Background: an optimization exercise with open tools, aiming at small area, a short achievable clock period and few clock cycles per item. Do not read the settings as production practice. Function was checked by simulation only, so behaviour that the tests miss may differ from the original.

==> inputs of 08-11 <==
==> flow/design.v <==
`timescale 1ns / 1ps
package adll_pkg;
    localparam int REQ_W    = 3;
    localparam int RANK_W   = 6;
    localparam int VALUE_W  = 32;
    localparam int STATUS_W = 2;
    localparam int RSLOT_W  = RANK_W + 1;
    localparam logic [REQ_W-1:0] REQ_PUSH_FRONT = 3'd0;
    localparam logic [REQ_W-1:0] REQ_PUSH_BACK  = 3'd1;
    localparam logic [REQ_W-1:0] REQ_DELETE     = 3'd2;
    localparam logic [REQ_W-1:0] REQ_INS_LEFT   = 3'd3;
    localparam logic [REQ_W-1:0] REQ_INS_RIGHT  = 3'd4;
    localparam logic [REQ_W-1:0] REQ_READ_OUT   = 3'd5;
    localparam logic [STATUS_W-1:0] ST_OK    = 2'd0;
    localparam logic [STATUS_W-1:0] ST_FULL  = 2'd1;
    localparam logic [STATUS_W-1:0] ST_DEAD  = 2'd2;
    localparam logic [STATUS_W-1:0] ST_EMPTY = 2'd3;
    localparam int HEAD_SLOT  = 0;
    localparam int TAIL_SLOT  = 1;
    localparam int FIRST_FREE = 2;
    typedef struct packed {
        logic                latch;        
        logic                rd_en;        
        logic                rd_follow;    
        logic                link1;        
        logic                link2;        
        logic                del;          
        logic                out_load;     
        logic [STATUS_W-1:0] out_status;
        logic                out_use_value;
        logic                out_last;
    } t_cmd;
    typedef struct packed {
        logic [REQ_W-1:0] req;
        logic             live;        
        logic             full;        
        logic             ptr_tail;    
        logic             walk_last;   
        logic             out_free;    
    } t_sts;
endpackage
`timescale 1ns / 1ps
import adll_pkg::*;
module array_doubly_linked_list_top (
    input  logic                       i_clk,
    input  logic                       i_rst_n,
    input  logic                       i_req_valid,
    output logic                       o_req_ready,
    input  logic        [REQ_W-1:0]    i_req_type,
    input  logic        [RANK_W-1:0]   i_node_rank,
    input  logic signed [VALUE_W-1:0]  i_item_value,
    output logic                       o_res_valid,
    input  logic                       i_res_ready,
    output logic signed [VALUE_W-1:0]  o_read_value,
    output logic        [STATUS_W-1:0] o_status,
    output logic                       o_last
);
    localparam int N  = 62;                  
    localparam int RW = RANK_W;
    localparam int VW = VALUE_W;
    localparam logic [RW-1:0] RANK_FULL = RW'(N + 1);
    logic                r_ready;
    logic                r_rq_v;             
    logic                r_rq_new;           
    logic [REQ_W-1:0]    r_rq_type;
    logic [RW-1:0]       r_rq_rank;
    logic [VW-1:0]       r_rq_val;           
    logic [N-1:0][RW-1:0] r_pos;
    logic [RW-1:0]        r_len;
    logic [RW-1:0]        r_next;            
    logic [N:1][VW-1:0]   r_val;
    logic                 r_ro_act;          
    logic [RW-1:0]        r_ro_rem;          
    logic                r_o_v;
    logic [VW-1:0]       r_o_val;
    logic [STATUS_W-1:0] r_o_st;
    logic                r_o_last;
    logic                r_s_v;
    logic [VW-1:0]       r_s_val;
    logic [STATUS_W-1:0] r_s_st;
    logic                r_s_last;
    logic is_pf, is_pb, is_del, is_insl, is_insr, is_rd, is_ins, is_none;
    assign is_pf   = (r_rq_type == REQ_PUSH_FRONT);
    assign is_pb   = (r_rq_type == REQ_PUSH_BACK);
    assign is_del  = (r_rq_type == REQ_DELETE);
    assign is_insl = (r_rq_type == REQ_INS_LEFT);
    assign is_insr = (r_rq_type == REQ_INS_RIGHT);
    assign is_rd   = (r_rq_type == REQ_READ_OUT);
    assign is_ins  = is_pf | is_pb | is_insl | is_insr;
    assign is_none = (r_rq_type[2:1] == 2'b11);
    logic full, len0, len1;
    assign full = (r_next == RANK_FULL);
    assign len0 = (r_len == '0);
    assign len1 = (r_len == RW'(1));
    logic go;
    assign go = r_rq_v && !r_ro_act && !r_s_v;
    logic [N:0]   lt;                        
    logic [N-1:0] m;                         
    logic [N-1:0] r_match;
    always_comb begin
        for (int i = 0; i <= N; i++) lt[i] = (RW'(i) < r_len);
        for (int i = 0; i < N; i++)  m[i]  = lt[i] && r_match[i];
    end
    logic [N-1:0] pre [0:6];
    always_comb begin
        pre[0] = m;
        for (int l = 0; l < 6; l++) begin
            for (int i = 0; i < N; i++) begin
                if (((i >> l) & 1) == 1)
                    pre[l+1][i] = pre[l][i] | pre[l][((i >> l) << l) - 1];
                else
                    pre[l+1][i] = pre[l][i];
            end
        end
    end
    logic [N-1:0] ge;
    logic         found;
    assign ge    = pre[6];
    assign found = ge[N-1];
    logic ins_en, del_en, ro_first, ro_cont, ro_step, alloc, ro_last;
    assign ins_en   = go && is_ins && !full;
    assign del_en   = go && is_del;
    assign ro_first = go && is_rd && !len0;
    assign ro_cont  = r_ro_act && !r_s_v;
    assign ro_step  = ro_first || ro_cont;
    assign alloc    = ins_en && (is_pf || is_pb || found);
    assign ro_last  = r_ro_act ? (r_ro_rem == RW'(1)) : len1;
    logic [N-1:0] g;
    always_comb begin
        for (int i = 0; i < N; i++)
            g[i] = is_pf || (is_pb && !lt[i]) || (is_insl && ge[i]) ||
                   (is_insr && (i > 0 ? ge[(i > 0 ? i - 1 : 0)] : 1'b0));
    end
    logic [RW-1:0] bus;
    assign bus = ro_step ? r_pos[0] : r_next;
    logic [RW-1:0] nxt_rank;
    logic [N-1:0]  src_m;
    logic          src_new;
    assign nxt_rank = r_ready ? i_node_rank : r_rq_rank;
    always_comb begin
        for (int i = 0; i < N; i++) src_m[i] = r_ready ? (r_pos[i] == i_node_rank) : r_match[i];
        src_new = ro_step ? src_m[0] : (nxt_rank == r_next);
    end
    logic [N-1:0][RW-1:0] pos_n;
    logic [N-1:0]         match_n;
    always_comb begin
        for (int i = 0; i < N; i++) begin
            logic ld, sr, sl;
            logic [RW-1:0] below, above;
            below = (i > 0)     ? r_pos[(i > 0 ? i - 1 : 0)] : '0;
            above = (i < N - 1) ? r_pos[(i < N - 1 ? i + 1 : 0)] : '0;
            ld = (ins_en && ((is_pf && i == 0) ||
                             (is_pb && !lt[i] && (i == 0 || lt[(i > 0 ? i - 1 : 0)])) ||
                             (is_insl && m[i]) ||
                             (is_insr && i > 0 && m[(i > 0 ? i - 1 : 0)]))) ||
                 (ro_step && lt[i] && !lt[i+1]);
            sr = ins_en && i > 0 && g[(i > 0 ? i - 1 : 0)];
            sl = (del_en && ge[i]) || (ro_step && lt[i+1]);
            if (ld)      pos_n[i] = bus;
            else if (sr) pos_n[i] = below;
            else if (sl) pos_n[i] = above;
            else         pos_n[i] = r_pos[i];
            if (ld)      match_n[i] = src_new;
            else if (sr) match_n[i] = (i > 0)     ? src_m[(i > 0 ? i - 1 : 0)]     : 1'b0;
            else if (sl) match_n[i] = (i < N - 1) ? src_m[(i < N - 1 ? i + 1 : 0)] : 1'b0;
            else         match_n[i] = src_m[i];
        end
    end
    always_ff @(posedge i_clk) begin
        r_pos   <= pos_n;
        r_match <= match_n;
    end
    always_ff @(posedge i_clk) begin
        for (int k = 1; k <= N; k++) begin
            if (r_rq_new && r_next == RW'(k)) r_val[k] <= r_rq_val;
        end
    end
    logic [VW-1:0] rd_val;
    always_comb begin
        rd_val = '0;
        for (int k = 1; k <= N; k++) begin
            if (r_pos[0] == RW'(k)) rd_val = rd_val | r_val[k];
        end
    end
    logic                push;
    logic [VW-1:0]       p_val;
    logic [STATUS_W-1:0] p_st;
    logic                p_last;
    assign push   = (go && !is_none) || ro_cont;
    assign p_val  = ro_step ? rd_val : '0;
    assign p_last = ro_step ? ro_last : 1'b1;
    always_comb begin
        p_st = ST_OK;
        if (!ro_cont) begin
            if (is_rd) begin
                if (len0) p_st = ST_EMPTY;
            end else if (is_del) begin
                if (!found) p_st = ST_DEAD;
            end else if ((is_insl || is_insr) && !found) begin
                p_st = ST_DEAD;
            end else if (full) begin
                p_st = ST_FULL;
            end
        end
    end
    logic [RW-1:0] len_inc, len_dec, next_inc;
    assign len_inc  = r_len + RW'(1);
    assign len_dec  = r_len - RW'(1);
    assign next_inc = r_next + RW'(1);
    logic blocked, s_v_n, rq_v_n, ro_act_n;
    assign blocked  = r_o_v && !i_res_ready;
    assign s_v_n    = blocked && (r_s_v || push);
    assign rq_v_n   = (r_ready && i_req_valid) || (r_rq_v && !go);
    assign ro_act_n = ro_first ? !len1 : (ro_cont ? (r_ro_rem != RW'(1)) : r_ro_act);
    always_ff @(posedge i_clk) begin
        if (!i_rst_n) begin
            r_ready  <= 1'b1;
            r_rq_v   <= 1'b0;
            r_rq_new <= 1'b0;
            r_len    <= '0;
            r_next   <= RW'(1);
            r_ro_act <= 1'b0;
            r_o_v    <= 1'b0;
            r_s_v    <= 1'b0;
        end else begin
            r_ready  <= !rq_v_n || (!s_v_n && !ro_act_n);
            r_rq_v   <= rq_v_n;
            r_rq_new <= r_ready && i_req_valid;
            if (alloc) begin
                r_len  <= len_inc;
                r_next <= next_inc;
            end else if (del_en && found) begin
                r_len  <= len_dec;
            end
            r_ro_act <= ro_act_n;
            r_o_v    <= !blocked ? (r_s_v || push) : 1'b1;
            r_s_v    <= s_v_n;
        end
    end
    always_ff @(posedge i_clk) begin
        r_rq_val <= i_item_value;
        if (r_ready) begin
            r_rq_type <= i_req_type;
            r_rq_rank <= i_node_rank;
        end
        if (ro_first) begin
            r_ro_rem <= r_len - RW'(1);
        end else if (ro_cont) begin
            r_ro_rem <= r_ro_rem - RW'(1);
        end
        if (!blocked) begin
            r_o_val  <= r_s_v ? r_s_val  : p_val;
            r_o_st   <= r_s_v ? r_s_st   : p_st;
            r_o_last <= r_s_v ? r_s_last : p_last;
        end
        if (blocked && push) begin
            r_s_val  <= p_val;
            r_s_st   <= p_st;
            r_s_last <= p_last;
        end
    end
    assign o_req_ready  = r_ready;
    assign o_res_valid  = r_o_v;
    assign o_read_value = r_o_val;
    assign o_status     = r_o_st;
    assign o_last       = r_o_last;
endmodule
==> flow/run.sh <==
#!/bin/bash
# synth_recipe.tcl (not shown) runs the flow's synth.tcl, then flattens the netlist and writes it again
# the make line also repeats each setting of config.mk as NAME=value (left out here)
make -C /OpenROAD-flow-scripts/flow DESIGN_CONFIG=/design/flow/config.mk WORK_HOME=/design/flow/orfs CLKGATE_MAP_FILE= SYNTH_SCRIPT=/design/flow/synth_recipe.tcl finish
==> flow/config.mk <==
export PLATFORM = sky130hd
export DESIGN_NAME = array_doubly_linked_list_top
export DESIGN_NICKNAME = array_doubly_linked_list_top
export VERILOG_FILES = /design/flow/design.v
export SDC_FILE = /design/flow/constraint.sdc
export NUM_CORES = 4
export LEC_CHECK = 0
export ABC_CLOCK_PERIOD_IN_PS = 2500
export CAP_MARGIN = 20
export CORE_MARGIN = 2
export CORE_UTILIZATION = 55
export SETUP_SLACK_MARGIN = 4.2
export SLEW_MARGIN = 20
export TNS_END_PERCENT = 100
==> flow/constraint.sdc <==
create_clock -name core_clock -period 7.0 [get_ports {i_clk}]
set_input_delay 1.4000 -clock core_clock [delete_from_list [all_inputs] [get_ports {i_clk}]]
set_output_delay 1.4000 -clock core_clock [all_outputs]
set_load 0.01 [all_outputs]
==> inputs of 06-14, as changes to 08-11 <==
--- a/flow/design.v
+++ b/flow/design.v
@@ -95,10 +95,19 @@
     logic go;
     assign go = r_rq_v && !r_ro_act && !r_s_v;
+    function automatic logic gt_const(input logic [RW-1:0] v, input int c);
+        logic r;
+        r = 1'b0;
+        for (int b = 0; b < RW; b++) begin
+            if (((c >> b) & 1) == 1) r = v[b] & r;
+            else                     r = v[b] | r;
+        end
+        gt_const = r;
+    endfunction
     logic [N:0]   lt;                        
     logic [N-1:0] m;                         
     logic [N-1:0] r_match;
     always_comb begin
-        for (int i = 0; i <= N; i++) lt[i] = (RW'(i) < r_len);
-        for (int i = 0; i < N; i++)  m[i]  = lt[i] && r_match[i];
+        for (int i = 0; i <= N; i++) lt[i] = gt_const(r_len, i);
+        m = r_match;
     end
     logic [N-1:0] pre [0:6];
@@ -139,5 +148,5 @@
     assign nxt_rank = r_ready ? i_node_rank : r_rq_rank;
     always_comb begin
-        for (int i = 0; i < N; i++) src_m[i] = r_ready ? (r_pos[i] == i_node_rank) : r_match[i];
+        for (int i = 0; i < N; i++) src_m[i] = r_ready ? (lt[i] && r_pos[i] == i_node_rank) : r_match[i];
         src_new = ro_step ? src_m[0] : (nxt_rank == r_next);
     end
@@ -176,9 +185,26 @@
         end
     end
+    logic [N:1] r_front;
+    logic [N:1] front_n;
+    logic       ld0, sl0;
+    assign ld0 = (ins_en && (is_pf || (is_pb && !lt[0]) || (is_insl && m[0]))) ||
+                 (ro_step && lt[0] && !lt[1]);
+    assign sl0 = (del_en && ge[0]) || (ro_step && lt[1]);
+    always_comb begin
+        for (int k = 1; k <= N; k++) begin
+            if (ld0 && !ro_step) front_n[k] = (r_next == RW'(k));
+            else if (ld0)        front_n[k] = r_front[k];
+            else if (sl0)        front_n[k] = (r_pos[1] == RW'(k));
+            else                 front_n[k] = r_front[k];
+        end
+    end
+    always_ff @(posedge i_clk) begin
+        r_front <= front_n;
+    end
     logic [VW-1:0] rd_val;
     always_comb begin
         rd_val = '0;
         for (int k = 1; k <= N; k++) begin
-            if (r_pos[0] == RW'(k)) rd_val = rd_val | r_val[k];
+            if (r_front[k]) rd_val = rd_val | r_val[k];
         end
     end
@@ -249,13 +275,19 @@
             r_ro_rem <= r_ro_rem - RW'(1);
         end
-        if (!blocked) begin
-            r_o_val  <= r_s_v ? r_s_val  : p_val;
-            r_o_st   <= r_s_v ? r_s_st   : p_st;
-            r_o_last <= r_s_v ? r_s_last : p_last;
-        end
         if (blocked && push) begin
             r_s_val  <= p_val;
             r_s_st   <= p_st;
             r_s_last <= p_last;
+        end
+    end
+    always_ff @(posedge i_clk or negedge i_rst_n) begin
+        if (!i_rst_n) begin
+            r_o_val  <= '0;
+            r_o_st   <= ST_OK;
+            r_o_last <= 1'b0;
+        end else if (!blocked) begin
+            r_o_val  <= r_s_v ? r_s_val  : p_val;
+            r_o_st   <= r_s_v ? r_s_st   : p_st;
+            r_o_last <= r_s_v ? r_s_last : p_last;
         end
     end
--- a/flow/config.mk
+++ b/flow/config.mk
@@ -9,6 +9,8 @@
 export CAP_MARGIN = 20
 export CORE_MARGIN = 2
-export CORE_UTILIZATION = 55
-export SETUP_SLACK_MARGIN = 4.2
+export CORE_UTILIZATION = 40
+export CTS_CLUSTER_DIAMETER = 100
+export CTS_CLUSTER_SIZE = 27
+export SETUP_SLACK_MARGIN = 3.5
 export SLEW_MARGIN = 20
 export TNS_END_PERCENT = 100
==> inputs of 02-15, as changes to 08-11 <==
--- a/flow/design.v
+++ b/flow/design.v
@@ -97,8 +97,7 @@
     logic [N:0]   lt;                        
     logic [N-1:0] m;                         
-    logic [N-1:0] r_match;
     always_comb begin
         for (int i = 0; i <= N; i++) lt[i] = (RW'(i) < r_len);
-        for (int i = 0; i < N; i++)  m[i]  = lt[i] && r_match[i];
+        for (int i = 0; i < N; i++)  m[i]  = lt[i] && (r_pos[i] == r_rq_rank);
     end
     logic [N-1:0] pre [0:6];
@@ -134,14 +133,5 @@
     logic [RW-1:0] bus;
     assign bus = ro_step ? r_pos[0] : r_next;
-    logic [RW-1:0] nxt_rank;
-    logic [N-1:0]  src_m;
-    logic          src_new;
-    assign nxt_rank = r_ready ? i_node_rank : r_rq_rank;
-    always_comb begin
-        for (int i = 0; i < N; i++) src_m[i] = r_ready ? (r_pos[i] == i_node_rank) : r_match[i];
-        src_new = ro_step ? src_m[0] : (nxt_rank == r_next);
-    end
     logic [N-1:0][RW-1:0] pos_n;
-    logic [N-1:0]         match_n;
     always_comb begin
         for (int i = 0; i < N; i++) begin
@@ -161,13 +151,8 @@
             else if (sl) pos_n[i] = above;
             else         pos_n[i] = r_pos[i];
-            if (ld)      match_n[i] = src_new;
-            else if (sr) match_n[i] = (i > 0)     ? src_m[(i > 0 ? i - 1 : 0)]     : 1'b0;
-            else if (sl) match_n[i] = (i < N - 1) ? src_m[(i < N - 1 ? i + 1 : 0)] : 1'b0;
-            else         match_n[i] = src_m[i];
-        end
-    end
-    always_ff @(posedge i_clk) begin
-        r_pos   <= pos_n;
-        r_match <= match_n;
+        end
+    end
+    always_ff @(posedge i_clk) begin
+        r_pos <= pos_n;
     end
     always_ff @(posedge i_clk) begin
@@ -204,8 +189,4 @@
         end
     end
-    logic [RW-1:0] len_inc, len_dec, next_inc;
-    assign len_inc  = r_len + RW'(1);
-    assign len_dec  = r_len - RW'(1);
-    assign next_inc = r_next + RW'(1);
     logic blocked, s_v_n, rq_v_n, ro_act_n;
     assign blocked  = r_o_v && !i_res_ready;
@@ -227,10 +208,6 @@
             r_rq_v   <= rq_v_n;
             r_rq_new <= r_ready && i_req_valid;
-            if (alloc) begin
-                r_len  <= len_inc;
-                r_next <= next_inc;
-            end else if (del_en && found) begin
-                r_len  <= len_dec;
-            end
+            r_len    <= r_len + RW'(alloc) - RW'(del_en && found);
+            r_next   <= r_next + RW'(alloc);
             r_ro_act <= ro_act_n;
             r_o_v    <= !blocked ? (r_s_v || push) : 1'b1;
--- a/flow/config.mk
+++ b/flow/config.mk
@@ -6,9 +6,6 @@
 export NUM_CORES = 4
 export LEC_CHECK = 0
-export ABC_CLOCK_PERIOD_IN_PS = 2500
 export CAP_MARGIN = 20
 export CORE_MARGIN = 2
-export CORE_UTILIZATION = 55
-export SETUP_SLACK_MARGIN = 4.2
+export CORE_UTILIZATION = 40
 export SLEW_MARGIN = 20
-export TNS_END_PERCENT = 100
==> run summary <==
                                                                    06-14        08-11        02-15
Result of the run                        no timing/DRC/antenna violations  no timing/DRC/antenna violations  no timing/DRC/antenna violations
Routed length on met2                                          202,000 µm   207,000 µm   186,000 µm
Synthesized Nets                                                    7,618        7,604        7,275
Transition at the pin with the smallest max-transition slack      1300 ps      1240 ps      1340 ps
H-tree levels                                                           3            5            5
Core area                                                     276,000 µm²  198,000 µm²  262,000 µm²
Maximum VDD drop                                                 0.234 mV     0.293 mV     0.291 mV
Met2 capacity usage during global routing                           48.3%        67.2%        46.2%
Inserted tap cell count                                             3,705        2,640        3,515
Worst setup timing slack at the placement stage                   2160 ps      1990 ps      1340 ps
WP data arrival                                                   4360 ps      4680 ps      6610 ps
Die width                                                          531 µm       450 µm       517 µm
Layout multi-input combinational cell count                         4,377        4,436        4,203
Data required time at the worst endpoint                          7700 ps      7750 ps      7790 ps
Testbench counts of 08-11, summed over its fixed seeds: cycles 9,566, items 3,840.
Testbench counts of 06-14, summed over its fixed seeds: cycles 9,566, items 3,840.
Testbench counts of 02-15, summed over its fixed seeds: cycles 9,566, items 3,840.

[re-timing with driven ports]
In the flow no input, the clock included, has a driving cell. The finished layouts below were timed again as built, in two steps. Step 1 (the two cells are an assumption about what drives the block):
set clk [get_ports {i_clk}]
set_driving_cell -lib_cell sky130_fd_sc_hd__clkbuf_16 $clk
set_driving_cell -lib_cell sky130_fd_sc_hd__buf_2 [delete_from_list [all_inputs] $clk]
Step 2 times the ports against the registers' clock, not the clock port: input delays grow and output delays shrink by t, the midpoint of the rising clock arrivals with the driver on. Three values: ideal, step 1, step 2; two values: the first two.
| run | t (ns) | setup slack, ns | worst setup path after step 2 | latest minus earliest clock arrival (ns) |
|---|---|---|---|---|
| 08-11 | 1.048 | 3.065 / 3.065 / 2.648 | input to register | 0.106 / 0.106 |
| 06-14 | 0.940 | 3.342 / 3.342 / 2.640 | input to register | 0.099 / 0.098 |
| 02-15 | 1.007 | 1.178 / 1.178 / 1.178 | register to register | 0.120 / 0.119 |
After both steps setup and hold are still met in every run listed. The setup slack of 06-14, which loses most, moves by 0.000 ns with the drivers and by -0.702 ns with both steps.
